What follows belongs to an exercise in optimizing a design on an open flow for small area; a production flow would make more cautious choices. Function was checked by simulation only, so behaviour that the tests miss may differ from the original. Power figures rest on the tool's default switching activity, not on a simulated workload.

[design/flow/run.sh]
#!/bin/bash
# synth_recipe.tcl (not shown) runs the flow's synth.tcl, then flattens the netlist and writes it again
# the make line also repeats each setting of config.mk as NAME=value (left out here)
make -C /OpenROAD-flow-scripts/flow DESIGN_CONFIG=/design/flow/config.mk WORK_HOME=/design/flow/orfs CLKGATE_MAP_FILE= SYNTH_SCRIPT=/design/flow/synth_recipe.tcl finish
[design/flow/config.mk]
export PLATFORM = sky130hd
export DESIGN_NAME = stopwatch_top
export DESIGN_NICKNAME = stopwatch_top
export VERILOG_FILES = /design/flow/design.v
export SDC_FILE = /design/flow/constraint.sdc
export NUM_CORES = 4
export LEC_CHECK = 0
export CAP_MARGIN = 20
export CORE_MARGIN = 2
export CORE_UTILIZATION = 40
export SLEW_MARGIN = 20
[design/flow/constraint.sdc]
create_clock -name core_clock -period 10.0 [get_ports {clk_1kHz}]
set_input_delay 2.0000 -clock core_clock [delete_from_list [all_inputs] [get_ports {clk_1kHz}]]
set_output_delay 2.0000 -clock core_clock [all_outputs]
set_load 0.01 [all_outputs]
[design/flow/design.v]
`timescale 1ns/1ns
`default_nettype none
module stopwatch_top
(
    input  logic        clk_1kHz,
    input  logic        rst,
    input  logic        start,
    input  logic        stop,
    input  logic        lap,
    input  logic        timer_sel,
    input  logic        view_sel,
    input  logic [3:0]  lap_view,
    input  logic        load,
    input  logic [7:0]  load_hours,
    input  logic [7:0]  load_minutes,
    input  logic [7:0]  load_seconds,
    input  logic [9:0]  load_millisec,
    output logic [7:0]  hours,
    output logic [7:0]  minutes,
    output logic [7:0]  seconds,
    output logic [9:0]  millisec,
    output logic        stopped,
    output logic [3:0]  lap_count
);
    localparam int W = 29;
    logic       run0, stp0, run1, stp1;
    logic [3:0] n0, n1;
    logic [W-1:0] cur0, cur1;
    logic [W-1:0] lap0 [10];
    logic [W-1:0] lap1 [10];
    logic         act_run, act_stp;
    logic [3:0]   act_n;
    logic [W-1:0] act_cur;
    assign act_run = timer_sel ? run1 : run0;
    assign act_stp = timer_sel ? stp1 : stp0;
    assign act_n   = timer_sel ? n1   : n0;
    assign act_cur = timer_sel ? cur1 : cur0;
    logic [9:0] ms;
    logic [5:0] sc, mn;
    logic [6:0] hr;
    assign {hr, mn, sc, ms} = act_cur;
    logic ms_last, sc_last, mn_last, hr_last;
    assign ms_last = &{ms[9:5], ms[2:0]};
    assign sc_last = &{sc[5:3], sc[1:0]};
    assign mn_last = &{mn[5:3], mn[1:0]};
    assign hr_last = &{hr[6:5], hr[1:0]};
    logic [9:0] ms_n;
    logic [5:0] sc_n, mn_n;
    logic [6:0] hr_n;
    always_comb begin
        ms_n = ms + 10'd1;
        sc_n = sc;
        mn_n = mn;
        hr_n = hr;
        if (ms_last) begin
            ms_n = '0;
            sc_n = sc + 6'd1;
            if (sc_last) begin
                sc_n = '0;
                mn_n = mn + 6'd1;
                if (mn_last) begin
                    mn_n = '0;
                    hr_n = hr_last ? 7'd0 : hr + 7'd1;
                end
            end
        end
    end
    logic [W-1:0] next_time;
    assign next_time = load ? {load_hours[6:0], load_minutes[5:0], load_seconds[5:0], load_millisec}
                            : {hr_n, mn_n, sc_n, ms_n};
    logic room, lap_wr;
    assign room   = !(act_n[3] && act_n[1]);    
    assign lap_wr = lap && room && ((act_run && !stop) || (act_stp && !start));
    logic cur_en0, cur_en1, lap_en0, lap_en1;
    assign cur_en0 = !timer_sel && (load || run0);
    assign cur_en1 =  timer_sel && (load || run1);
    assign lap_en0 = !timer_sel && lap_wr;
    assign lap_en1 =  timer_sel && lap_wr;
    always_ff @(posedge clk_1kHz or posedge rst) begin
        if (rst) begin
            run0 <= 1'b0;
            stp0 <= 1'b0;
        end else if (!timer_sel) begin
            if (run0) begin
                if (stop) begin
                    run0 <= 1'b0;
                    stp0 <= 1'b1;
                end
            end else if (start) begin
                run0 <= 1'b1;
                stp0 <= 1'b0;
            end
        end
    end
    always_ff @(posedge clk_1kHz or posedge rst) begin
        if (rst) begin
            run1 <= 1'b0;
            stp1 <= 1'b0;
        end else if (timer_sel) begin
            if (run1) begin
                if (stop) begin
                    run1 <= 1'b0;
                    stp1 <= 1'b1;
                end
            end else if (start) begin
                run1 <= 1'b1;
                stp1 <= 1'b0;
            end
        end
    end
    always_ff @(posedge clk_1kHz or posedge rst) begin
        if (rst) begin
            n0 <= '0;
        end else if (lap_en0) begin
            n0 <= n0 + 4'd1;
        end
    end
    always_ff @(posedge clk_1kHz or posedge rst) begin
        if (rst) begin
            n1 <= '0;
        end else if (lap_en1) begin
            n1 <= n1 + 4'd1;
        end
    end
    always_ff @(posedge clk_1kHz or posedge rst) begin
        if (rst) begin
            cur0 <= '0;
        end else if (cur_en0) begin
            cur0 <= next_time;
        end
    end
    always_ff @(posedge clk_1kHz or posedge rst) begin
        if (rst) begin
            cur1 <= '0;
        end else if (cur_en1) begin
            cur1 <= next_time;
        end
    end
    always_ff @(posedge clk_1kHz) begin
        for (int i = 0; i < 10; i++) begin
            if (lap_en0 && (n0 == 4'(i))) lap0[i] <= act_cur;
            if (lap_en1 && (n1 == 4'(i))) lap1[i] <= act_cur;
        end
    end
    logic show_lap;
    assign show_lap = view_sel && (lap_view < act_n);
    logic [W-1:0] disp;
    always_comb begin
        disp = show_lap ? '0 : act_cur;
        for (int i = 0; i < 10; i++) begin
            disp = disp | ({W{show_lap && !timer_sel && (lap_view == 4'(i))}} & lap0[i])
                        | ({W{show_lap &&  timer_sel && (lap_view == 4'(i))}} & lap1[i]);
        end
    end
    assign hours     = {1'b0, disp[28:22]};
    assign minutes   = {2'b0, disp[21:16]};
    assign seconds   = {2'b0, disp[15:10]};
    assign millisec  = disp[9:0];
    assign stopped   = act_stp;
    assign lap_count = act_n;
endmodule
`default_nettype wire
==> flow_metrics.py, run 1 <==
metrics = {
    "global_routing": {
        "grt_start_max_net_pins": 71,
        "track_usage_pct": 25.67,
        "gr-total-overflow": 0,
        "first_global_vias": 17690,
        "grt_pass1_wl_um": 127700,
        "grt_antenna_before_repair": 5,
    },
    "sta": {
        "smallest_setup_slack_after_layout_ns": 1.242,
        "finalSetupViolCount": 0,
        "final_max_slew_viol_count": 0,
        "grt_setup_unrepaired": "false",
        "timing.clock.skew_ns": 0.03169,
        "final_critical_period_ns": 8.758,
        "worst_slew_pin_slew_ns": 1.166,
        "timing.final.hold_violations": 0,
        "final_min_period_over_clock_period_pct": 87.58,
        "totalNegativeSetupSlack_ns": 0,
        "slew_headroom_pct": 22.09,
        "max_clock_freq_mhz": 114.2,
    },
    "layout": {
        "area_growth_syn_to_layout_pct": 16.65,
        "post-route-util_pct": 46.91,
        "final_area_um2": 31340,
        "n_antenna_cell": 0,
        "final_layout_size_suffix_gt1_share_pct": 13.95,
        "nNetsFinal": 2019,
        "final_cells": 2880,
    },
    "critical_path": {
        "worst_setup_path_startpoint": "timer_sel",
        "cp_data_arrival_time_ns": 6.76,
        "r2r-end": "lap1[6][9]$_DFFE_PP_",
        "crit_family": "simple AND/OR/NAND/NOR gates",
        "r2r_slack_ns": 6.68,
        "crit_path_max_fanout": 40,
        "cp_cell_sequence": "buf_4 > mux2i_1 > ha_1 > and2_1 > nor2_1 > nand2_1 > a211oi_1 > nand4_1 > clkdlybuf4s50_1",
        "crit_required_ns": 8.00,
        "timing.critical_path.from_type": "input port",
        "rr_startpoint": "n0[3]$_DFFE_PP0P_",
        "worst-path-buf-inv": 2,
        "timing.critical_path.to_type": "primary output",
        "worstRegToRegCells": 6,
        "crit_type": "in -> out",
        "cpPeakStageDelay_ns": 1.07,
        "worst_path_max_delay_cell": "sky130_fd_sc_hd__a211oi_1",
    },
    "detailed_routing": {
        "detailedRoute.firstIterationViolations": 2831,
        "vias_per_cell": 6.328,
        "detail_route.wirelength_um": 89840,
        "routed-via-count": 18220,
        "avgRoutedWirePerCell_um": 31.20,
        "remaining_drc_errors": 0,
        "drt_pass1_iterations": 11,
        "ant_nets": 0,
    },
    "die": {
        "floorplan.die.width_um": 263.2,
        "core_area_um2": 66800,
        "design.portCount": 85,
        "num_rows": 95,
        "fp.dieArea_um2": 69250,
        "chipHeight_um": 263.2,
        "floorplan.initialDensity_pct": 40.22,
    },
    "placed_design": {
        "gpl.final_weighted_congestion": 0.9022,
        "placement.io_buffers": 74,
        "dpl.hpwl_um": 54770,
        "post-place-cells": 2759,
        "place_ws_ns": 1.465,
        "post_dp_cell_area_um2": 29020,
    },
    "synth": {
        "synth.distinct_cells": 92,
        "async_reset_ff_share_pct": 10.77,
        "fraction_of_synthesized_cell_area_taken_by_the_top_area_cell_type_pct": 64.83,
        "yosysSeqAreaShare_pct": 71.35,
        "synth.cells.most_frequent": "sky130_fd_sc_hd__edfxtp_1, sky130_fd_sc_hd__nand2_1, sky130_fd_sc_hd__a22oi_1",
        "synthDominantAreaCellType": "sky130_fd_sc_hd__edfxtp_1",
        "primary_flip_flop_cell_chosen_by_synthesis_mapping": "sky130_fd_sc_hd__edfxtp_1",
        "synth-seq-cells": 650,
        "synthesis.area_per_instance_um2": 14.70,
        "yosysMostFrequentCell": "sky130_fd_sc_hd__edfxtp_1",
        "yosys_warnings": 3,
        "edff_count_synth": 580,
        "syn-instance-count": 1827,
        "synthTopCellsByArea": "sky130_fd_sc_hd__edfxtp_1, sky130_fd_sc_hd__dfrtp_1, sky130_fd_sc_hd__a22oi_1",
        "syn_area_um2": 26860,
    },
    "flow_run": {
        "max_cap_violations": 0,
    },
    "worst_hold_path": {
        "worst_hold_path.endpoint": "cur0[23]$_DFFE_PP0P_",
        "worstHoldPathCells": 2,
        "worstHoldStart": "cur0[23]$_DFFE_PP0P_",
        "min_path_type": "reg -> reg",
    },
    "clock_tree": {
        "clk_transition_reported_paths_ns": 0.05,
        "cts_root_buf": "sky130_fd_sc_hd__clkbuf_16",
        "cts_num_sinks": 650,
        "cts_max_path_buffers": 3,
        "clk-insertion-delay-late_ns": 0.62,
        "cts_repair_resize_count": 0,
        "post-cts-setup-buffers": 0,
        "htreeDepth": 3,
        "tritoncts.num_buffers": 68,
        "postCtsHoldBufs": 0,
        "clock_tree_from_tritoncts": "built",
    },
    "power": {
        "powerDensity_nw_per_um2": 230.0,
        "power.leakage_nw": 10.47,
        "ir_worst_vdd_v": 0.0001216,
    },
    "outcome": {
        "outcome": "timing/DRC/antenna clean",
    },
}
-- kinds of logic after synthesis --
logic type / Yosys count / share of synthesized area, %
xor gates and xnor gates: 11 / 0.3587
muxes: 77 / 3.013
other: 1 / 0.01396
DFF: 650 / 71.35
adders and majority gates: 15 / 0.6986
and+or+nand+nor: 466 / 9.324
AOI/OAI and AO/OA: 465 / 12.78
buffers and inverters: 142 / 2.459
-- through the flow --
| stage | hold WS, ns | total power, mW |
|---|---|---|
| floorplan | 0.4422 | 3.993 |
| global placement | 0.4590 | 4.569 |
| detailed placement | 0.4624 | 4.606 |
| CTS | 0.4747 | 7.196 |
| global route | 0.4993 | 7.411 |
| finish | 0.4708 | 7.207 |
-- how the worst max path moves through the flow --
stage | to | slack (ns) | cells after the start
after detailed placement | seconds[2] | 1.47 | 10
after global placement | seconds[2] | 1.49 | 10
after CTS | seconds[2] | 1.48 | 10
after global routing | minutes[4] | 1.32 | 10
after floorplan | millisec[6] | 3.06 | 17
final | millisec[8] | 1.24 | 9
-- power breakdown --
group	internal, mW	total [mW]	switching, mW
registers	3.25	3.35	0.0962
clock network	1.57	2.62	1.05
logic	0.367	1.24	0.869
-- routing by layer --
metal | vias to the layer above | routed length [um] | track usage (%)
li1 | 7599 | - | -
met1 | 9156 | 35380 | 35.60
met2 | 1249 | 40500 | 39.69
met3 | 216 | 10730 | 6.389
met4 | 4 | 3200 | 8.448
met5 | - | 23 | 0
-- layout by cell type (no fill, tap or decap), types with 16 or more instances in the layout --
master	netlist	final
sky130_fd_sc_hd__a21oi_1	35	35
sky130_fd_sc_hd__a221oi_1	25	25
sky130_fd_sc_hd__a22o_1	41	41
sky130_fd_sc_hd__a22oi_1	134	134
sky130_fd_sc_hd__and3_1	16	16
sky130_fd_sc_hd__buf_4	14	90
sky130_fd_sc_hd__clkbuf_16	0	70
sky130_fd_sc_hd__clkdlybuf4s50_1	0	72
sky130_fd_sc_hd__dfrtp_1	70	70
sky130_fd_sc_hd__edfxtp_1	580	580
sky130_fd_sc_hd__inv_1	33	32
sky130_fd_sc_hd__mux2_2	26	26
sky130_fd_sc_hd__mux2i_1	49	49
sky130_fd_sc_hd__nand2_1	144	144
sky130_fd_sc_hd__nand3_1	40	40
sky130_fd_sc_hd__nand4_1	31	31
sky130_fd_sc_hd__nor2_1	57	54
sky130_fd_sc_hd__nor3_1	53	41
sky130_fd_sc_hd__o21ai_0	77	77
sky130_fd_sc_hd__o22ai_1	17	17
sky130_fd_sc_hd__o31ai_1	17	17
-- flip-flops by register name, indices dropped and copies added (netlist names), 4 cells and up --
| register | cells |
|---|---|
| lap1 | 290 |
| cur0 | 29 |
| n0 | 4 |
| n1 | 4 |
| lap0 | 290 |
| cur1 | 29 |
-- worst register-to-register path: cells and delay by family, from the launching register on --
kind	cells	cell delay [ns]
AO/OA/AOI/OAI	1	0.13
buffers and inverters	1	0.43
flip-flops	1	0.52
multiplexers	1	0.45
AND/OR/NAND/NOR	3	1.45
-- area by class of cell --
| cell class | instances | area (um^2) |
|---|---|---|
| clock buffers | 84 | 1804 |
| clock inverters | 35 | 475.5 |
| fillers | 5811 | 35470 |
| inverters | 33 | 123.9 |
| multi-input cells | 1039 | 7219 |
| flip-flops and latches | 650 | 19170 |
| well taps | 873 | 1092 |
| repair buffers | 166 | 1453 |
==> run 2, diff against run 1 <==
--- a/design/flow/design.v
+++ b/design/flow/design.v
@@ -26,8 +26,7 @@
     logic       run0, stp0, run1, stp1;
     logic [3:0] n0, n1;
     logic [W-1:0] cur0, cur1;
-    logic [W-1:0] lap0 [10];
-    logic [W-1:0] lap1 [10];
+    logic [9:0][W-1:0] lap0, lap1;
     logic         act_run, act_stp;
     logic [3:0]   act_n;
     logic [W-1:0] act_cur;
@@ -136,21 +135,50 @@
             cur1 <= next_time;
         end
     end
+    logic [9:0] we0, we1;
+    always_comb begin
+        for (int i = 0; i < 10; i++) begin
+            we0[i] = lap_en0 && (n0 == 4'(i));
+            we1[i] = lap_en1 && (n1 == 4'(i));
+        end
+    end
+    logic [9:0][W-1:0] lap0_d, lap1_d;
+    for (genvar i = 0; i < 10; i++) begin : g_lap
+        for (genvar b = 0; b < W; b++) begin : g_bit
+            sw_hold u_h0 (.d(act_cur[b]), .we(we0[i]), .wen(!we0[i]), .q(lap0[i][b]), .y(lap0_d[i][b]));
+            sw_hold u_h1 (.d(act_cur[b]), .we(we1[i]), .wen(!we1[i]), .q(lap1[i][b]), .y(lap1_d[i][b]));
+        end
+    end
     always_ff @(posedge clk_1kHz) begin
-        for (int i = 0; i < 10; i++) begin
-            if (lap_en0 && (n0 == 4'(i))) lap0[i] <= act_cur;
-            if (lap_en1 && (n1 == 4'(i))) lap1[i] <= act_cur;
-        end
+        lap0 <= lap0_d;
+        lap1 <= lap1_d;
     end
     logic show_lap;
     assign show_lap = view_sel && (lap_view < act_n);
+    logic [20:0] dsel;
+    logic [20:0][W-1:0] dsrc;
+    always_comb begin
+        for (int i = 0; i < 10; i++) begin
+            dsel[i]      = show_lap && !timer_sel && (lap_view == 4'(i));
+            dsel[10 + i] = show_lap &&  timer_sel && (lap_view == 4'(i));
+            dsrc[i]      = lap0[i];
+            dsrc[10 + i] = lap1[i];
+        end
+        dsel[20] = !show_lap;
+        dsrc[20] = act_cur;
+    end
     logic [W-1:0] disp;
-    always_comb begin
-        disp = show_lap ? '0 : act_cur;
-        for (int i = 0; i < 10; i++) begin
-            disp = disp | ({W{show_lap && !timer_sel && (lap_view == 4'(i))}} & lap0[i])
-                        | ({W{show_lap &&  timer_sel && (lap_view == 4'(i))}} & lap1[i]);
-        end
+    for (genvar b = 0; b < W; b++) begin : g_disp
+        logic [6:0] part_n;
+        for (genvar k = 0; k < 7; k++) begin : g_part
+            sw_ao222n u_ao (
+                .a0(dsrc[3*k][b]),     .s0(dsel[3*k]),
+                .a1(dsrc[3*k + 1][b]), .s1(dsel[3*k + 1]),
+                .a2(dsrc[3*k + 2][b]), .s2(dsel[3*k + 2]),
+                .yn(part_n[k])
+            );
+        end
+        assign disp[b] = !(&part_n);
     end
     assign hours     = {1'b0, disp[28:22]};
     assign minutes   = {2'b0, disp[21:16]};
@@ -159,4 +187,23 @@
     assign stopped   = act_stp;
     assign lap_count = act_n;
 endmodule
+module sw_hold
+(
+    input  logic d,
+    input  logic we,
+    input  logic wen,
+    input  logic q,
+    output logic y
+);
+    assign y = (we & d) | (wen & q);
+endmodule
+module sw_ao222n
+(
+    input  logic a0, s0,
+    input  logic a1, s1,
+    input  logic a2, s2,
+    output logic yn
+);
+    assign yn = !((a0 & s0) | (a1 & s1) | (a2 & s2));
+endmodule
 `default_nettype wire
--- a/design/flow/config.mk
+++ b/design/flow/config.mk
@@ -9,3 +9,5 @@
 export CORE_MARGIN = 2
 export CORE_UTILIZATION = 40
 export SLEW_MARGIN = 20
+export SYNTH_HIERARCHICAL = 1
+export SYNTH_MINIMUM_KEEP_SIZE = 0
==> run 2 against run 1 <==
Compared with the run above: highest routed layer unchanged; still clean on timing, DRC and antenna; via count up 16%; largest power group unchanged; largest cell class unchanged; clock skew decreased by 0.014 ns; sequential cell count is the same.
==> flow_metrics.py, run 2 <==
metrics = {
    "global_routing": {
        "gr-total-overflow": 0,
        "grt_start_max_net_pins": 71,
        "track_usage_pct": 26.71,
        "first_global_vias": 20550,
        "grt_pass1_wl_um": 129500,
        "grt_antenna_before_repair": 3,
    },
    "detailed_routing": {
        "detailedRoute.firstIterationViolations": 2984,
        "vias_per_cell": 6.826,
        "avgRoutedWirePerCell_um": 28.09,
        "routed-via-count": 21080,
        "detail_route.wirelength_um": 86750,
        "remaining_drc_errors": 0,
        "ant_nets": 0,
        "drt_pass1_iterations": 10,
    },
    "critical_path": {
        "timing.critical_path.from_type": "input port",
        "crit_type": "in -> out",
        "crit_required_ns": 8.00,
        "cp_data_arrival_time_ns": 6.55,
        "crit_path_max_fanout": 36,
        "timing.critical_path.to_type": "primary output",
    },
    "clock_tree": {
        "cts_root_buf": "sky130_fd_sc_hd__clkbuf_16",
        "clk_transition_reported_paths_ns": 0.06,
        "clk-insertion-delay-late_ns": 0.61,
        "postCtsHoldBufs": 0,
        "cts_repair_resize_count": 0,
        "htreeDepth": 3,
        "cts_max_path_buffers": 3,
        "clock_tree_from_tritoncts": "built",
        "post-cts-setup-buffers": 0,
        "cts_num_sinks": 650,
        "tritoncts.num_buffers": 69,
    },
    "power": {
        "cellInternalPower_mw": 6.134,
        "pwr-share-comb_pct": 21.0,
        "switching_share_pct": 29.75,
        "power.leakage_nw": 11.52,
        "powerDensity_nw_per_um2": 300.4,
        "power.clock.fraction_pct": 31.6,
        "power.sequential.fraction_pct": 47.4,
        "ir_worst_vdd_v": 0.0001341,
        "p_sw_mw": 2.598,
    },
    "layout": {
        "area_of_all_sequential_standard_cells_um2": 13360,
        "leading_cell_types_in_the_layout_fill_and_taps_excluded": "sky130_fd_sc_hd__a22o_1, sky130_fd_sc_hd__dfxtp_1, sky130_fd_sc_hd__a222oi_1",
        "final_layout_size_suffix_gt1_share_pct": 11.32,
        "final_cells": 3088,
        "nNetsFinal": 2312,
        "layout.filler_cells": 5307,
        "final_area_um2": 29070,
        "multi_input_area_um2": 10780,
        "area_growth_syn_to_layout_pct": 19.10,
        "biggestRegsByFlops": "lap0 x290, lap1 x290",
    },
    "worst_hold_path": {
        "min_path_type": "reg -> reg",
    },
    "synth": {
        "yosysSeqAreaShare_pct": 54.74,
        "fraction_of_synthesized_cell_area_taken_by_the_top_area_cell_type_pct": 47.57,
        "synth.cells.most_frequent": "sky130_fd_sc_hd__a22o_1, sky130_fd_sc_hd__dfxtp_1, sky130_fd_sc_hd__a222oi_1",
        "syn_area_um2": 24410,
        "synthesis.area_per_instance_um2": 11.82,
        "synth.distinct_cells": 77,
        "synthDominantAreaCellType": "sky130_fd_sc_hd__dfxtp_1",
        "primary_flip_flop_cell_chosen_by_synthesis_mapping": "sky130_fd_sc_hd__dfxtp_1",
        "synth-seq-cells": 650,
        "synthTopCellsByArea": "sky130_fd_sc_hd__dfxtp_1, sky130_fd_sc_hd__a22o_1, sky130_fd_sc_hd__a222oi_1",
        "yosys_warnings": 7,
        "edff_count_synth": 0,
        "async_reset_ff_share_pct": 10.77,
        "syn-instance-count": 2065,
    },
    "sta": {
        "finalSetupViolCount": 0,
        "final_critical_period_ns": 8.549,
        "slew_headroom_pct": 23.58,
        "grt_setup_unrepaired": "false",
        "final_max_slew_viol_count": 0,
        "final_min_period_over_clock_period_pct": 85.49,
        "worst_slew_pin_slew_ns": 1.145,
        "totalNegativeSetupSlack_ns": 0,
        "max_clock_freq_mhz": 117.0,
        "timing.clock.skew_ns": 0.01767,
        "timing.final.hold_violations": 0,
        "smallest_setup_slack_after_layout_ns": 1.451,
    },
    "placed_design": {
        "placement.io_buffers": 74,
        "place_ws_ns": 1.558,
        "dpl.hpwl_um": 51550,
        "post_dp_cell_area_um2": 26610,
        "post-place-cells": 2962,
        "gpl.final_weighted_congestion": 0.8628,
    },
    "die": {
        "fp.dieArea_um2": 63020,
        "num_rows": 90,
        "core_area_um2": 60360,
        "chipHeight_um": 251.0,
        "design.portCount": 85,
        "floorplan.initialDensity_pct": 40.44,
        "floorplan.die.width_um": 251.0,
    },
    "outcome": {
        "outcome": "timing/DRC/antenna clean",
    },
    "flow_run": {
        "max_cap_violations": 0,
    },
}
-- run 2: cell count changes after synthesis, moves of 21 or more --
cell,delta
sky130_fd_sc_hd__dfxtp_1,+580
sky130_fd_sc_hd__edfxtp_1,-580
sky130_fd_sc_hd__a22o_1,+539
sky130_fd_sc_hd__a222oi_1,+191
sky130_fd_sc_hd__a22oi_1,-129
sky130_fd_sc_hd__nand2_1,-51
sky130_fd_sc_hd__nor3_1,-40
sky130_fd_sc_hd__mux2i_1,-38
sky130_fd_sc_hd__buf_2,-31
sky130_fd_sc_hd__a221oi_1,-24
sky130_fd_sc_hd__clkbuf_1,-24
sky130_fd_sc_hd__o21ai_0,-21
-- run 2: per-stage QoR --
| step | power (mW) | util [%] | hold WS [ns] |
|---|---|---|---|
| after detailed placement | 5.952 | 44.08 | 0.4522 |
| after CTS | 8.714 | 48.16 | 0.4721 |
| final | 8.732 | 48.17 | 0.4701 |
| after global routing | 9.092 | 48.16 | 0.4795 |
| after floorplan | 5.228 | - | 0.4391 |
| after global placement | 5.841 | 44.08 | 0.4513 |
-- run 2: power groups by stage --
stage	logic (mW)	registers, mW	clock network, mW
2_1_floorplan	1.24	3.99	0
3_3_place_gp	1.73	4.11	0
3_5_place_dp	1.80	4.15	0
4_1_cts	1.81	4.12	2.79
5_1_grt	1.97	4.23	2.89
6_report	1.83	4.14	2.76
-- run 2: cell type report --
class / count / area share, %
multi-input combinational: 1335 / 37.09
inverter: 43 / 0.5552
antenna: 1 / 0.008607
tap: 782 / 3.365
clock inverter: 27 / 1.446
timing repair buffer: 152 / 4.553
sequential: 650 / 45.96
clock buffer: 98 / 7.015
-- run 2: worst paths after layout --
kind,cells past startpoint,slack [ns],endpoint,startpoint
max,13,1.45,millisec[9],timer_sel
min,1,0.47,lap1[149]$_DFF_P_,lap1[149]$_DFF_P_
max reg2reg,7,6.57,cur0[27]$_DFFE_PP0P_,cur0[1]$_DFFE_PP0P_
min reg2reg,1,0.47,lap1[149]$_DFF_P_,lap1[149]$_DFF_P_
max in group asynchronous,3,7.37,cur1[17]$_DFFE_PP0P_,rst
min in group asynchronous,3,1.97,cur0[6]$_DFFE_PP0P_,rst
-- run 2: cells by family after synthesis --
family	after synthesis	synth area share, %
AOI/OAI and AO/OA	948	33.68
DFF	650	54.74
and+or+nand+nor	323	7.294
buffers and inverters	84	1.579
muxes	37	1.666
adders and majority gates	15	0.7689
xor gates and xnor gates	7	0.2512
other	1	0.01536
-- run 2: Yosys stat by module, one instance, submodules excluded --
module | area [um^2] | cells | copies in the design
stopwatch_top | 17300 | 1282 | 1
sw_ao222n | 10.01 | 1 | 203
sw_hold | 8.758 | 1 | 580
-- run 2: layer usage --
metal | up-vias | wire, um | global-route usage [%]
met4 | 4 | 3271 | 11.73
li1 | 9157 | - | -
met2 | 1169 | 38990 | 42.05
met3 | 195 | 7923 | 4.846
met5 | - | 26 | 0
met1 | 10550 | 36540 | 35.93
-- run 2: critical path, cell delays in order --
cell and delay (ns):
sky130_fd_sc_hd__buf_4 0.36, sky130_fd_sc_hd__mux2i_1 0.36, sky130_fd_sc_hd__ha_1 0.28, sky130_fd_sc_hd__a21boi_0 0.12
sky130_fd_sc_hd__o21a_1 0.17, sky130_fd_sc_hd__o21a_1 0.54, sky130_fd_sc_hd__nor4bb_4 0.98, sky130_fd_sc_hd__buf_4 0.32
sky130_fd_sc_hd__buf_4 0.25, sky130_fd_sc_hd__a222oi_1 0.12, sky130_fd_sc_hd__and4_1 0.32, sky130_fd_sc_hd__nand4_1 0.15
sky130_fd_sc_hd__clkdlybuf4s50_1 0.55

## afterwards: timing with drivers on the ports
Ports are ideal in the flow. The routed layouts listed here were re-timed in OpenROAD.
Step 1, drivers: a clkbuf_16 drives clk_1kHz and a buf_2 each remaining input, both assumed.
Step 2 times the ports against the registers' clock, not the clock port: input delays grow and output delays shrink by t, the midpoint of the rising clock arrivals with the driver on.
Slacks: ideal ports / drivers / drivers and shift; pairs: ideal ports / drivers.
| run | t (ns) | slack for setup (ns) | hold slack, ns | worst setup path after step 2 |
|---|---|---|---|---|
| run 1 | 0.669 | 1.242 / 1.221 / 1.221 | 0.471 / 0.471 / 0.471 | input to output |
| run 2 | 0.662 | 1.451 / 1.427 / 1.427 | 0.470 / 0.470 / 0.470 | input to output |
After both steps setup and hold are still met in every run listed. The setup slack of run 2, which loses most, moves by -0.024 ns with the drivers and by -0.024 ns with both steps.
